This design comes from an exercise in tuning for a short achievable clock period and few clock cycles per item on the open sky130 flow, not from production work.
The RTL was checked by simulation tests, not by an equivalence proof against the original design.
Power and IR drop assume default switching activity.

==> 04-07: inputs <==
==> flow/design.v (excerpt) <==
module dual_motor_speed_pi_controller #(
  parameter int MOTORS = dmpi_pkg::MOTORS_DEF
) (
  input  logic                       clk,
  input  logic                       rst,
  input  logic                       cmd_valid,
  output logic                       cmd_ready,
  input  logic [1:0]                 cmd_func,
  input  logic                       cmd_motor,
  input  logic [13:0]                cmd_pulses,
  input  logic [19:0]                cmd_target_speed,
  input  logic                       cmd_new_direction,
  output logic                       rsp_valid,
  input  logic                       rsp_ready,
  output logic                       rsp_motor_out,
  output logic [15:0]                rsp_compare_value,
  output logic                       rsp_brake_level,
  output logic                       rsp_direction_level,
  output logic                       rsp_running,
  output logic [19:0]                rsp_measured_speed,
  output logic                       rsp_ignored,
  input  logic                       cfg_we,
  input  logic [2:0]                 cfg_index,
  input  logic [dmpi_pkg::CFG_W-1:0] cfg_data
);
  localparam int CAP   = 15;    
  localparam int FD    = 16;    
  localparam int RSP_W = 41;
  logic rst_q;
  always_ff @(posedge clk) rst_q <= rst;
  dmpi_pkg::cfg_t cfg;
  dmpi_cfg u_cfg (
    .clk   (clk),
  ...
Settings: LEC_CHECK=0, CAP_MARGIN=20, CORE_MARGIN=2, CORE_UTILIZATION=45, CTS_CLUSTER_DIAMETER=100, CTS_CLUSTER_SIZE=30, SLEW_MARGIN=20; clock period 12.0 ns.
standard.sh (not shown) runs the stock make flow with config.mk's settings and CLKGATE_MAP_FILE= SYNTH_SCRIPT=/design/flow/synth_recipe.tcl, a recipe that flattens the netlist after the stock synthesis.
==> flow/flow/run.sh <==
#!/bin/bash
set -euo pipefail
export SETUP_SLACK_MARGIN=8.6
export TNS_END_PERCENT=25
export BUFFER_PORTS_ARGS="-buffer_cell sky130_fd_sc_hd__buf_4"
bash standard.sh > standard.log 2>&1
==> 05-25 (differences from 04-07) <==
--- a/flow/design.v
+++ b/flow/design.v
@@ -188,11 +188,11 @@
   output logic                       rsp_ignored,
   input  logic                       cfg_we,
   input  logic [2:0]                 cfg_index,
   input  logic [dmpi_pkg::CFG_W-1:0] cfg_data
 );
-  localparam int CAP   = 15;    
+  localparam int CAP   = 14;    
   localparam int FD    = 16;    
   localparam int RSP_W = 41;
   logic rst_q;
   always_ff @(posedge clk) rst_q <= rst;
   dmpi_pkg::cfg_t cfg;
@@ -207,19 +207,18 @@
   );
   logic [36:0]      neg_lim;
   logic [14:0]      duty_lim;
   logic [47:0]      pm;
   logic [16*48-1:0] pm_rows;
-  logic [4*48-1:0]  pm_c;
-  logic [4*48-1:0]  pm_r;
+  logic [3*48-1:0]  pm_c;
+  logic [3*48-1:0]  pm_r;
   logic [2*48-1:0]  pm_c2;
-  logic [2*48-1:0]  pm_r2;
   for (genvar j = 0; j < 16; j++) begin : g_pm_rows
     assign pm_rows[j*48 +: 48] = {48{cfg.pwm_period_ticks[j]}} & (48'(RECIP_25600) << j);
   end
-  dmpi_csa #(.N(16), .M(4), .W(48)) u_pm1 (.in(pm_rows), .out(pm_c));
-  dmpi_csa #(.N(4),  .M(2), .W(48)) u_pm2 (.in(pm_r),    .out(pm_c2));
+  dmpi_csa #(.N(16), .M(3), .W(48)) u_pm1 (.in(pm_rows), .out(pm_c));
+  dmpi_csa #(.N(3),  .M(2), .W(48)) u_pm2 (.in(pm_r),    .out(pm_c2));
   logic [17:0] rpm3;
   logic [17:0] per3;
   logic [25:0] prop3;
   logic [25:0] der3;
   logic [25:0] int3;
@@ -232,39 +231,35 @@
     int3     <= {2'b00, cfg.integ_gain} + {1'b0, cfg.integ_gain, 1'b0};
     pm3      <= {2'b00, pm} + {1'b0, pm, 1'b0};
     neg_lim  <= -{1'b0, cfg.integral_limit};
     duty_lim <= (cfg.drive_limit > FULL_DRIVE) ? 15'd0 : FULL_DRIVE - cfg.drive_limit;
     pm_r     <= pm_c;
-    pm_r2    <= pm_c2;
-    pm       <= pm_r2[47:0] + pm_r2[95:48];
+    pm       <= pm_c2[47:0] + pm_c2[95:48];
   end
   logic [3:0] cnt_d;
   logic [3:0] cnt_now;
-  logic       cmd_rdy;    
   logic       pop_q;
   logic       s0_v;
   assign cnt_now = cnt_d + {3'd0, s0_v} - {3'd0, pop_q};
   always_ff @(posedge clk) begin
     if (rst) begin
       cnt_d     <= '0;
       pop_q     <= 1'b0;
       cmd_ready <= 1'b1;
-      cmd_rdy   <= 1'b1;
     end else begin
       cnt_d     <= cnt_now;
-      pop_q     <= rsp_v & rsp_ready;
-      cmd_ready <= ({1'b0, cnt_now} + {4'd0, cmd_rdy}) < 5'(CAP);
-      cmd_rdy   <= ({1'b0, cnt_now} + {4'd0, cmd_ready}) < 5'(CAP);
+      pop_q     <= rsp_valid & rsp_ready;
+      cmd_ready <= ({1'b0, cnt_now} + {4'd0, cmd_ready}) < 5'(CAP);
     end
   end
   logic [1:0]  s0_func;
   logic        s0_m;
   logic [13:0] s0_pulses;
   logic [19:0] s0_tgt;
   logic        s0_dir;
   always_ff @(posedge clk) begin
-    s0_v      <= cmd_valid & cmd_rdy & ~rst;
+    s0_v      <= cmd_valid & cmd_ready & ~rst;
     s0_func   <= cmd_func;
     s0_m      <= cmd_motor;
     s0_pulses <= cmd_pulses;
     s0_tgt    <= cmd_target_speed;
     s0_dir    <= cmd_new_direction;
@@ -366,13 +361,11 @@
   logic [2*22-1:0] ea_c;
   logic [20:0]     e_b;
   logic [21:0]     e_a;
   logic [20:0]     e2;
   assign sp  = s1_sp[0 +: 30] + s1_sp[30 +: 30];
-  logic [20:0] sp_lo;
-  assign sp_lo = {1'b0, s1_sp[0 +: 20]} + {1'b0, s1_sp[30 +: 20]};
-  assign sat = (|s1_sp[20 +: 10]) | (|s1_sp[50 +: 10]) | sp_lo[20];
+  assign sat = |sp[29:20];
   assign s_nx = s1_c.go ? (sat ? 20'hFFFFF : sp[19:0]) :
                 (s1_c.stop ? 20'd0 : spd_st[s1_c.m]);
   logic [43:0] ea_in;
   logic [22:0] ea_sum;
   assign ea_in = {~s1_sp[30 +: 22], ~s1_sp[0 +: 22]};
@@ -403,11 +396,11 @@
   logic [21:0]      d_0;
   logic [21:0]      d_1;
   logic [21:0]      d3;
   assign d_0 = {s2_e[20], s2_e} - {lerr_st[0][20], lerr_st[0]};
   assign d_1 = {s2_e[20], s2_e} - {lerr_st[1][20], lerr_st[1]};
-  assign d3  = ({22{s2_c.m}} & d_1) | ({22{~s2_c.m}} & d_0);
+  assign d3  = s2_c.m ? d_1 : d_0;
   always_ff @(posedge clk) begin
     if (rst_q) begin
       lerr_st <= '0;
     end else if (s2_v) begin
       if (s2_c.go)        lerr_st[s2_c.m] <= s2_e;
@@ -459,73 +452,57 @@
   dmpi_csa #(.N(15), .M(4), .W(64)) u_pd (.in(pd_rows), .out(pd_c));
   logic            s4_v;
   ctl_t            s4_c;
   logic [19:0]     s4_s;
   logic [38:0]     s4_x;
-  logic [2*39-1:0] s4_xm;
-  logic [2*39-1:0] s4_xp;
+  logic [38:0]     s4_xm;
+  logic [38:0]     s4_xp;
   logic [4*64-1:0] s4_pd;
   always_ff @(posedge clk) begin
     s4_v  <= s3_v & ~rst;
     s4_c  <= s3_c;
     s4_s  <= s3_s;
     s4_x  <= xa[0 +: 39] + xa[39 +: 39];
-    s4_xm <= xm;
-    s4_xp <= xp;
+    s4_xm <= xm[0 +: 39] + xm[39 +: 39];
+    s4_xp <= xp[0 +: 39] + xp[39 +: 39];
     s4_pd <= pd_c;
   end
-  logic [2*64-1:0] pd2_c;
-  dmpi_csa #(.N(4), .M(2), .W(64)) u_pd2 (.in(s4_pd), .out(pd2_c));
-  logic            s4b_v;
-  ctl_t            s4b_c;
-  logic [19:0]     s4b_s;
-  logic [38:0]     s4b_x;
-  logic [38:0]     s4b_xm;
-  logic [38:0]     s4b_xp;
-  logic [2*64-1:0] s4b_pd;
-  always_ff @(posedge clk) begin
-    s4b_v  <= s4_v & ~rst;
-    s4b_c  <= s4_c;
-    s4b_s  <= s4_s;
-    s4b_x  <= s4_x;
-    s4b_xm <= s4_xm[0 +: 39] + s4_xm[39 +: 39];
-    s4b_xp <= s4_xp[0 +: 39] + s4_xp[39 +: 39];
-    s4b_pd <= pd2_c;
-  end
   logic [1:0][36:0] integ_st;
   logic [1:0][36:0] i_nx;
   for (genvar k = 0; k < 2; k++) begin : g_integ
     logic [38:0] i_ext;
     logic [38:0] i_s;
     logic [38:0] i_sm;
     logic [38:0] i_sp;
     assign i_ext   = {{2{integ_st[k][36]}}, integ_st[k]};
-    assign i_s     = i_ext + s4b_x;
-    assign i_sm    = i_ext + s4b_xm;
-    assign i_sp    = i_ext + s4b_xp;
+    assign i_s     = i_ext + s4_x;
+    assign i_sm    = i_ext + s4_xm;
+    assign i_sp    = i_ext + s4_xp;
     assign i_nx[k] = !i_sm[38] ? {1'b0, cfg.integral_limit} :
                      i_sp[38]  ? neg_lim : i_s[36:0];
   end
   always_ff @(posedge clk) begin
     if (rst_q) begin
       integ_st <= '0;
-    end else if (s4b_v) begin
-      if (s4b_c.go)        integ_st[s4b_c.m] <= i_nx[s4b_c.m];
-      else if (s4b_c.stop) integ_st[s4b_c.m] <= '0;
+    end else if (s4_v) begin
+      if (s4_c.go)        integ_st[s4_c.m] <= i_nx[s4_c.m];
+      else if (s4_c.stop) integ_st[s4_c.m] <= '0;
     end
   end
+  logic [2*64-1:0] pd2_c;
+  dmpi_csa #(.N(4), .M(2), .W(64)) u_pd2 (.in(s4_pd), .out(pd2_c));
   logic            s5_v;
   ctl_t            s5_c;
   logic [19:0]     s5_s;
   logic [36:0]     s5_i;
   logic [2*64-1:0] s5_pd;
   always_ff @(posedge clk) begin
-    s5_v  <= s4b_v & ~rst;
-    s5_c  <= s4b_c;
-    s5_s  <= s4b_s;
-    s5_i  <= i_nx[s4b_c.m];
-    s5_pd <= s4b_pd;
+    s5_v  <= s4_v & ~rst;
+    s5_c  <= s4_c;
+    s5_s  <= s4_s;
+    s5_i  <= i_nx[s4_c.m];
+    s5_pd <= pd2_c;
   end
   logic [21*64-1:0] t_rows;
   logic [5*64-1:0]  t_c;
   dmpi_r4rows #(.XW(36), .AW(24), .W(64), .SH(0)) u_t_rows (
     .x(s5_i[35:0]), .a(cfg.integ_gain), .a3(int3), .rows(t_rows[18*64-1:0]));
@@ -630,37 +607,28 @@
   logic [RSP_W-1:0] fifo [FD];
   logic [3:0]       wp;
   logic [3:0]       rp;
   logic             f_empty;
   logic             can_load;
-  logic             rsp_v;
-  logic             v_nx;
-  logic [RSP_W-1:0] w_nx;
   logic [RSP_W-1:0] rsp_q;
-  logic [RSP_W-1:0] rsp_h;
   assign f_empty  = (wp == rp);
-  assign can_load = ~rsp_v | rsp_ready;
-  assign v_nx     = ~f_empty | s9_v;
-  assign w_nx     = f_empty ? rsp_w : fifo[rp];
+  assign can_load = ~rsp_valid | rsp_ready;
   always_ff @(posedge clk) begin
     if (s9_v) fifo[wp] <= rsp_w;
   end
   always_ff @(posedge clk) begin
     if (rst) begin
       wp        <= '0;
       rp        <= '0;
       rsp_valid <= 1'b0;
-      rsp_v     <= 1'b0;
     end else begin
       if (s9_v & ~(can_load & f_empty)) wp <= wp + 4'd1;
       if (can_load & ~f_empty)          rp <= rp + 4'd1;
-      rsp_valid <= can_load ? v_nx : rsp_v;
-      rsp_v     <= can_load ? v_nx : rsp_valid;
+      if (can_load)                     rsp_valid <= ~f_empty | s9_v;
     end
   end
   always_ff @(posedge clk) begin
-    rsp_q <= can_load ? w_nx : rsp_h;
-    rsp_h <= can_load ? w_nx : rsp_q;
+    if (can_load) rsp_q <= f_empty ? rsp_w : fifo[rp];
   end
   assign {rsp_motor_out, rsp_compare_value, rsp_brake_level, rsp_direction_level,
           rsp_running, rsp_measured_speed, rsp_ignored} = rsp_q;
 endmodule
==> flow/flow/run.sh (replaced) <==
#!/bin/bash
set -euo pipefail
export SETUP_SLACK_MARGIN=8.3
export TNS_END_PERCENT=25
export BUFFER_PORTS_ARGS="-buffer_cell sky130_fd_sc_hd__buf_4"
bash standard.sh > standard.log 2>&1
--- a/flow/config.mk
+++ b/flow/config.mk
@@ -6,8 +6,6 @@
 export NUM_CORES = 4
 export LEC_CHECK = 0
 export CAP_MARGIN = 20
 export CORE_MARGIN = 2
 export CORE_UTILIZATION = 45
-export CTS_CLUSTER_DIAMETER = 100
-export CTS_CLUSTER_SIZE = 30
 export SLEW_MARGIN = 20
==> comparison table <==
| metric | 04-07 | 05-25 |
|---|---|---|
| Status | finished clean | finished clean |
| Routed met1 length | 273 mm | 254 mm |
| Launch point of the worst path | rsp_q[38] | rsp_q[3] |
| Startpoint of the tightest hold check path | s4b_pd[39] | s8_s[16] |
| Number of buffers inserted to repair setup after CTS | 276 | 79 |
| Reg power frac | 30.9% | 25.1% |
| # nets final | 22300 | 21300 |
| Initial antenna violation count | 51 | 38 |
| Post-route cell area | 235000 um2 | 220000 um2 |
| Share of layout cells above drive strength 1 | 20.2% | 18.5% |
| Post-synthesis instance total | 19000 | 18300 |
| Power share of the clock group | 13.5% | 18.7% |
| Number of combinational gates with multiple inputs | 12000 | 11800 |
| First-pass GRT wire length | 974 mm | 904 mm |
| Post-cts gate resize count | 935 | 411 |
Testbench counts of 04-07, summed over its fixed seeds: cycles 1,381, items 1,285.
Testbench counts of 05-25, summed over its fixed seeds: cycles 1,373, items 1,285.

==> what the ideal ports hide <==
The flow's constraints put no driver on any port. The routed layouts listed below were extracted and timed again, unchanged, in two steps. Step 1 assumes that a clkbuf_16 drives the clock port and a buf_2 every other input. Step 2, shift: input delay + t, output delay - t, t = (earliest + latest rising clock arrival at the registers) / 2. This alone moves slack from input paths to output paths. Slacks: no drivers / after step 1 / after step 2; pairs: no drivers / after step 1.
run	t (ns)	setup WS [ns]	worst setup path at the end	slew at the worst register clock pin (ns)	worst data-port slew with drivers (ns)
04-07	1.060	8.092 / 7.967 / 7.728	input to register	0.12 / 0.12	0.07
05-25	1.065	7.888 / 7.768 / 7.810	input to register	0.08 / 0.08	0.16
After both steps setup and hold are still met in every run listed. For 04-07, which loses most, drivers alone change the setup slack by -0.125 ns; drivers and shift together by -0.364 ns.
